This is an optimization exercise on Yosys and OpenROAD, whose aim is small area, a short achievable clock period and few clock cycles per item, not a production implementation. At most, simulation tests tie the RTL to the original design; equivalence was not proved. Power figures rest on the tool's default switching activity, not on a simulated workload.

## JK
// delimiter_text_splitter_core
module delimiter_text_splitter_core (
    input  logic        aclk,
    input  logic        aresetn,
    input  logic        cfg_we,
    input  logic [2:0]  cfg_addr,
    input  logic [31:0] cfg_wdata,
    input  logic        s_tvalid,
    output logic        s_tready,
    input  logic [7:0]  s_tdata,    
    input  logic        s_tlast,
    output logic        m_tvalid,
    input  logic        m_tready,
    output logic [47:0] m_tdata,    
    output logic [3:0]  m_tuser,    
    output logic        m_tlast
);
Settings: LEC_CHECK=0, CAP_MARGIN=20, CORE_MARGIN=2, CORE_UTILIZATION=50, CTS_CLUSTER_DIAMETER=80, CTS_CLUSTER_SIZE=24, PLACE_DENSITY=0.75, SLEW_MARGIN=20; clock period 16.0 ns.
standard.sh (not shown) runs the stock make flow with config.mk's settings and CLKGATE_MAP_FILE= SYNTH_SCRIPT=/design/flow/synth_recipe.tcl, a recipe that flattens the netlist after the stock synthesis.
==> flow/flow/run.sh <==
#!/bin/bash
# The standard layout with buf_2 port buffers, and timing repair aimed at a
# setup slack well above zero so that the layout's paths get sized for speed.
set -euo pipefail
bash standard.sh BUFFER_PORTS_ARGS="-buffer_cell sky130_fd_sc_hd__buf_2" SETUP_SLACK_MARGIN=11.9 TNS_END_PERCENT=100 finish > standard_flow.log 2>&1
Both conditions hold for JK: the flow ran to the end and the final layout passed the timing, design-rule and antenna checks.
Testbench counts of JK, summed over its fixed seeds: cycles 169,958, bytes 166,651.
What MS does differently from JK at the input level:
Settings: changing CTS_CLUSTER_SIZE from 24 to 32; removing PLACE_DENSITY (formerly 0.75); changing CTS_CLUSTER_DIAMETER from 80 to 60.
## What came out
Compare JK and MS | utilization higher: MS. Between JK and MS, the number of global-route vias before repair is lower for JK. MS vs JK: final instance count without filler cells up in MS. From JK to MS the numbers moved as follows: total wire length after detailed routing up 3.8%, share of total power in combinational logic decreased 1.4 points, number of detailed-route iterations in the first pass increased by 1 relative to the old numbers, flip-flop and latch share of the layout cell area went down. Diff JK and MS: growth of design area from synthesis to finish lower in JK. Looking at JK and MS, the antenna diode count is a wash. On share of total power in the clock network: between JK and MS, it ends up lower for JK. Compared to JK, MS has global-route wire length before repair 3.6% higher.
Modified inputs, AL compared to MS
Settings: swapping 20 for 40 in CAP_MARGIN; swapping 60 for 80 in CTS_CLUSTER_DIAMETER; swapping 32 for 24 in CTS_CLUSTER_SIZE; swapping 20 for 60 in SLEW_MARGIN; putting SETUP_SLACK_MARGIN at 5 where nothing was set.
==> flow/run.sh (new file) <==
#!/bin/bash
# synth_recipe.tcl (not shown) runs the flow's synth.tcl, then flattens the netlist and writes it again
# the make line also repeats each setting of config.mk as NAME=value (left out here)
make -C /OpenROAD-flow-scripts/flow DESIGN_CONFIG=/design/flow/config.mk WORK_HOME=/design/flow/orfs CLKGATE_MAP_FILE= SYNTH_SCRIPT=/design/flow/synth_recipe.tcl finish
removed: flow/flow/run.sh
removed: flow/standard.sh
### Flow results
- Post-layout instance count excluding filler cells: higher on MS
- Changes observed in AL relative to MS: wire length shows no meaningful change; first-pass GRT wire length went up 2.3%.
For TR, these inputs were changed with respect to AL:
Settings: changing CAP_MARGIN from 40 to 20; changing CORE_UTILIZATION from 50 to 65; changing SLEW_MARGIN from 60 to 20; removing SETUP_SLACK_MARGIN (formerly 5); changing CTS_CLUSTER_DIAMETER from 80 to 60; changing CTS_CLUSTER_SIZE from 24 to 40.
==> flow/flow/run.sh (new file) <==
#!/bin/bash
# The standard layout with buf_2 port buffers, and timing repair aimed at a
# setup slack well above zero so that the layout's paths get sized for speed.
set -euo pipefail
bash standard.sh BUFFER_PORTS_ARGS="-buffer_cell sky130_fd_sc_hd__buf_2" SETUP_SLACK_MARGIN=11.9 TNS_END_PERCENT=100 finish > standard_flow.log 2>&1
==> flow/standard.sh (new file) <==
#!/bin/bash
# synth_recipe.tcl (not shown) runs the flow's synth.tcl, then flattens the netlist and writes it again
# the make line also repeats each setting of config.mk as NAME=value (left out here)
make -C /OpenROAD-flow-scripts/flow DESIGN_CONFIG=/design/flow/config.mk WORK_HOME=/design/flow/orfs CLKGATE_MAP_FILE= SYNTH_SCRIPT=/design/flow/synth_recipe.tcl "${@:-finish}"
removed: flow/run.sh
--- outcome ---
- Number of cells in the finished layout apart from fillers is lower on TR
- Of the two values seen for kind of critical path, register to register was produced by AL and register to output pin by TR.
- Changes observed in TR relative to AL: final period utilization has decreased; via count of the first global-routing pass has increased.

delimiter_text_splitter_core, a different RTL version from the one above (not shown whole).
Size: about 290 flip-flops, roughly 100 I/O pins, ~14000 um2 of cells after synthesis.
export LEC_CHECK = 0
export CAP_MARGIN = 20
export CORE_MARGIN = 2
export CORE_UTILIZATION = 25
export SLEW_MARGIN = 20
create_clock -name core_clock -period 16.0 [get_ports {aclk}]
==> flow/flow/run.sh <==
#!/bin/bash
# The standard layout, with buf_2 cells as the port buffers instead of the default choice.
set -euo pipefail
bash standard.sh BUFFER_PORTS_ARGS="-buffer_cell sky130_fd_sc_hd__buf_2" finish > standard_flow.log 2>&1
The first run ran to the end with no violations.
Change:
==> flow/run.sh (new file) <==
#!/bin/bash
# synth_recipe.tcl (not shown) runs the flow's synth.tcl, then flattens the netlist and writes it again
# the make line also repeats each setting of config.mk as NAME=value (left out here)
make -C /OpenROAD-flow-scripts/flow DESIGN_CONFIG=/design/flow/config.mk WORK_HOME=/design/flow/orfs CLKGATE_MAP_FILE= SYNTH_SCRIPT=/design/flow/synth_recipe.tcl finish
removed: flow/flow/run.sh
removed: flow/standard.sh
Effect: The changed run completed without violations; non-clock buffer count climbs by 2; power rose slightly; setup slack is worse by 0.16 ns; fmax decreases by a few percent; first-iteration DRC count fell by a few percent; cell area is higher by a few percent; global-route usage is about the same; area after synthesis stays the same; die area is unchanged.
Change:
- CTS_BUF_LIST: unset -> sky130_fd_sc_hd__clkbuf_4 sky130_fd_sc_hd__clkbuf_8
The new run produced a clean layout.
Wire length increases slightly.
Power decreases by a few percent.
Clock-buffer cell count increases by 35.
Global-route usage increases by 0.13 points.
Die area is unchanged.
Register-to-register slack is better by 0.03 ns.
Worst setup slack gets better by 0.029 ns.
No functional check of the RTL was part of any run of this note.

afterwards: timing with drivers on the ports:
How much do the figures lean on ideal ports? The routed layouts below were timed once more, with nothing changed but the port constraints.
Step 1 sets driving cells, clkbuf_16 on the clock port and buf_2 on the other inputs (assumed; they add their load-dependent delay and slew).
Step 2, shift: input delay + t, output delay - t, t = (earliest + latest rising clock arrival at the registers) / 2. This alone moves slack from input paths to output paths.
a / b / c = ideal / step 1 / step 2; a / b = the first two.
run	t (ns)	setup WS [ns]	slew at the worst register clock pin (ns)	worst data-port slew with drivers (ns)
JK	0.550	11.675 / 11.626 / 11.434	0.10 / 0.10	0.03
MS	0.597	11.748 / 11.699 / 11.431	0.09 / 0.09	0.03
AL	0.556	10.757 / 10.757 / 10.757	0.10 / 0.10	0.03
TR	0.589	11.692 / 11.645 / 11.430	0.10 / 0.10	0.05
the first run of note 2	0.597	9.977 / 9.977 / 9.879	0.06 / 0.06	0.09
the second run of note 2	0.595	9.813 / 9.813 / 9.813	0.06 / 0.06	0.07
the third run of note 2	0.669	9.842 / 9.842 / 9.842	0.07 / 0.07	0.07
After both steps setup and hold are still met in every run listed. The setup slack of MS, which loses most, moves by -0.049 ns with the drivers and by -0.317 ns with both steps.
